From an optimization exercise on the open Yosys and OpenROAD flow, aimed at small area, a short achievable clock period and few clock cycles per item; shortcuts taken in it are not production practice. In this exercise RTL edits were held to simulation tests only and were not proved equivalent to the original. Power is estimated from default activity; no workload was simulated.

## v6
==> flow/design.v (excerpt) <==
module triangle_tangent_calc_unit (
   input  wire logic                              clock,
   input  wire logic                              reset,
   input  wire logic                              req_valid,
   output logic                                   req_stall,
   input  wire logic signed [ttc_pkg::POS_W-1:0]  req_pos_x,
   input  wire logic signed [ttc_pkg::POS_W-1:0]  req_pos_y,
   input  wire logic signed [ttc_pkg::POS_W-1:0]  req_pos_z,
   input  wire logic signed [ttc_pkg::UV_W-1:0]   req_tex_u,
   input  wire logic signed [ttc_pkg::UV_W-1:0]   req_tex_v,
   output logic                                   rsp_valid,
   input  wire logic                              rsp_stall,
   output logic signed [ttc_pkg::POS_W-1:0]       rsp_tangent_x,
   output logic signed [ttc_pkg::POS_W-1:0]       rsp_tangent_y,
   output logic signed [ttc_pkg::POS_W-1:0]       rsp_tangent_z,
   output logic                                   rsp_degenerate,
   output logic                                   rsp_clipped
);
   logic job_busy, job_release, release_next, d1_next, job_start;
   logic signed [ttc_pkg::DUV_W-1:0]  du_new, dv_new;
   logic [ttc_pkg::AXES-1:0][ttc_pkg::DPOS_W-1:0] dp1;
   logic [ttc_pkg::AXES-1:0][ttc_pkg::DPOS_W-1:0] dp2;
   logic signed [ttc_pkg::DUV_W-1:0]  du1, dv1, du2, dv2;
   logic [ttc_pkg::NLANE-1:0]         lane_free, lane_load;
   logic [ttc_pkg::Z_W-1:0]           lane_z;
   logic                              lane_neg, lane_ovf, lane_degen;
   logic [ttc_pkg::DMAG_W-1:0]        lane_den;
   ttc_front u_front (
      .clock       (clock),
      .reset       (reset),
      .req_valid   (req_valid),
      .req_stall   (req_stall),
      .req_pos_x   (req_pos_x),
      .req_pos_y   (req_pos_y),
      .req_pos_z   (req_pos_z),
      .req_tex_u   (req_tex_u),
      .req_tex_v   (req_tex_v),
      .job_busy    (job_busy),
      .job_release (job_release),
      .release_next(release_next),
      .d1_next     (d1_next),
      .job_start   (job_start),
      .du_new      (du_new),
      .dv_new      (dv_new),
      .dp1         (dp1),
  ...
Size in the first run: ~2500 flip-flops, ~250 I/O pins, ~160000 µm² of cells after synthesis.
make LEC_CHECK=0 CAP_MARGIN=20 CELL_PAD_IN_SITES_DETAIL_PLACEMENT=0 CELL_PAD_IN_SITES_GLOBAL_PLACEMENT=0 CORE_MARGIN=2 CORE_UTILIZATION=45 CTS_BUF_LIST=sky130_fd_sc_hd__clkbuf_8 PLACE_DENSITY=0.6 SETUP_SLACK_MARGIN=5 SLEW_MARGIN=20 finish   # period 11.0 ns
run.sh (not shown) runs the stock make flow with config.mk's settings and CLKGATE_MAP_FILE= SYNTH_SCRIPT=/design/flow/synth_recipe.tcl, a recipe that flattens the netlist after the stock synthesis.
Testbench counts of v6, summed over its fixed seeds: cycles 4,536, items 512.
Relative to v6, the following input files were edited for v7:
# v6
export LEC_CHECK = 0
export CAP_MARGIN = 20
export CELL_PAD_IN_SITES_DETAIL_PLACEMENT = 0
export CELL_PAD_IN_SITES_GLOBAL_PLACEMENT = 0
export CORE_MARGIN = 2
export CORE_UTILIZATION = 45
export CTS_BUF_LIST = sky130_fd_sc_hd__clkbuf_8
export PLACE_DENSITY = 0.6
export SETUP_SLACK_MARGIN = 5
export SLEW_MARGIN = 20
create_clock -name core_clock -period 11.0 [get_ports {clock}]
# v7
export LEC_CHECK = 0
export CAP_MARGIN = 20
export CELL_PAD_IN_SITES_DETAIL_PLACEMENT = 0
export CELL_PAD_IN_SITES_GLOBAL_PLACEMENT = 0
export CORE_MARGIN = 2
export CORE_UTILIZATION = 60
export CTS_BUF_LIST = sky130_fd_sc_hd__clkbuf_8
export PLACE_DENSITY = 0.75
export SLEW_MARGIN = 20
create_clock -name core_clock -period 11.0 [get_ports {clock}]
==> flow/flow/run.sh (new file) <==
#!/bin/bash
# The standard layout (the standard.sh, unchanged synthesis and steps), with timing
# repair aiming for 6 ns of setup slack at the design's 11 ns clock. make's full output
# goes to layout.log here; each ORFS step also keeps its own log under orfs/logs/.
set -euo pipefail
bash standard.sh SETUP_SLACK_MARGIN=6 finish > layout.log 2>&1
==> flow/standard.sh (new file) <==
#!/bin/bash
# synth_recipe.tcl (not shown) runs the flow's synth.tcl, then flattens the netlist and writes it again
# the make line also repeats each setting of config.mk as NAME=value (left out here)
make -C /OpenROAD-flow-scripts/flow DESIGN_CONFIG=/design/flow/config.mk WORK_HOME=/design/flow/orfs CLKGATE_MAP_FILE= SYNTH_SCRIPT=/design/flow/synth_recipe.tcl "${@:-finish}"
removed: flow/run.sh
### Flow results
- Diff v6..v7 | insertion delay of the later-clocked pin in the worst-skew pair | negligible
- Diff v6 -> v7: total power has increased, final worst slack has increased, wire length has increased.
- v6 → v7: layout buffering overhead excluding clock cells went up by 1.7 points; share of the final layout cell area in sequential cells went down by 0.53 points.


triangle_tangent_calc_unit again, from the RTL that the note above started with.
clock: 11.0 ns
lec_check: 0
cap_margin: 20
cell_pad_in_sites_detail_placement: 0
cell_pad_in_sites_global_placement: 0
core_margin: 2
core_utilization: 50
cts_buf_list: sky130_fd_sc_hd__clkbuf_8
place_density: 0.65
slew_margin: 20
tns_end_percent: 100
standard.sh (not shown) runs the stock make flow with config.mk's settings and CLKGATE_MAP_FILE= SYNTH_SCRIPT=/design/flow/synth_recipe.tcl, a recipe that flattens the netlist after the stock synthesis.
==> flow/flow/run.sh <==
#!/bin/bash
# The standard layout (the standard.sh, unchanged synthesis and steps), with timing
# repair aiming for 6 ns of setup slack at the design's 11 ns clock. make's full output
# goes to layout.log here; each ORFS step also keeps its own log under orfs/logs/.
set -euo pipefail
bash standard.sh SETUP_SLACK_MARGIN=6 finish > layout.log 2>&1
The starting point ran to the end with no violations.
Testbench counts at the start, summed over its fixed seeds: cycles 4,536, items 512.
Change:
CORE_UTILIZATION = 45   (was 50)
PLACE_DENSITY = 0.6   (was 0.65)
TNS_END_PERCENT = default   (was 100)
After rerunning:
- flip-flop and latch count stays the same
- design area climbs by 1.0%
- synthesized cell count is unchanged
- wire length rose by 1.9%
- utilization decreases by 5.0 points
- clock power is about the same
- critical path depth decreases by 2
- global-route usage shrinks by 2.6 points
- clock skew climbs by 0.062 ns
- power is higher by 1.7%
- non-clock buffer count came out higher by 70

## what the ideal ports hide
The results above use ideal ports. As a check the final layouts listed here were re-extracted and re-timed, cells and wires unchanged. Step 1 assumes that a clkbuf_16 drives the clock port and a buf_2 every other input. Step 2 adds t to the input delays and takes it off the output delays; t is the mean of the earliest and latest rising clock arrival at the registers after step 1. Input paths then give back, and output paths get back, about the clock's delay inside the block. a / b / c = ideal / step 1 / step 2; a / b = the first two.
| run | shift t [ns] | slack for setup (ns) | clock arrival spread, ns | pins driven straight from the clock port |
|---|---|---|---|---|
| v6 | 1.224 | 4.992 / 4.992 / 4.213 | 0.172 / 0.171 | 1 |
| v7 | 1.230 | 5.963 / 5.963 / 4.970 | 0.114 / 0.114 | 1 |
| the first run of note 2 | 1.204 | 6.065 / 6.065 / 4.979 | 0.116 / 0.117 | 1 |
| the second run of note 2 | 1.219 | 5.991 / 5.991 / 4.942 | 0.191 / 0.190 | 1 |
After both steps every run listed still meets setup and hold. For the first run of note 2, which loses most, drivers alone change the setup slack by 0.000 ns; drivers and shift together by -1.086 ns.
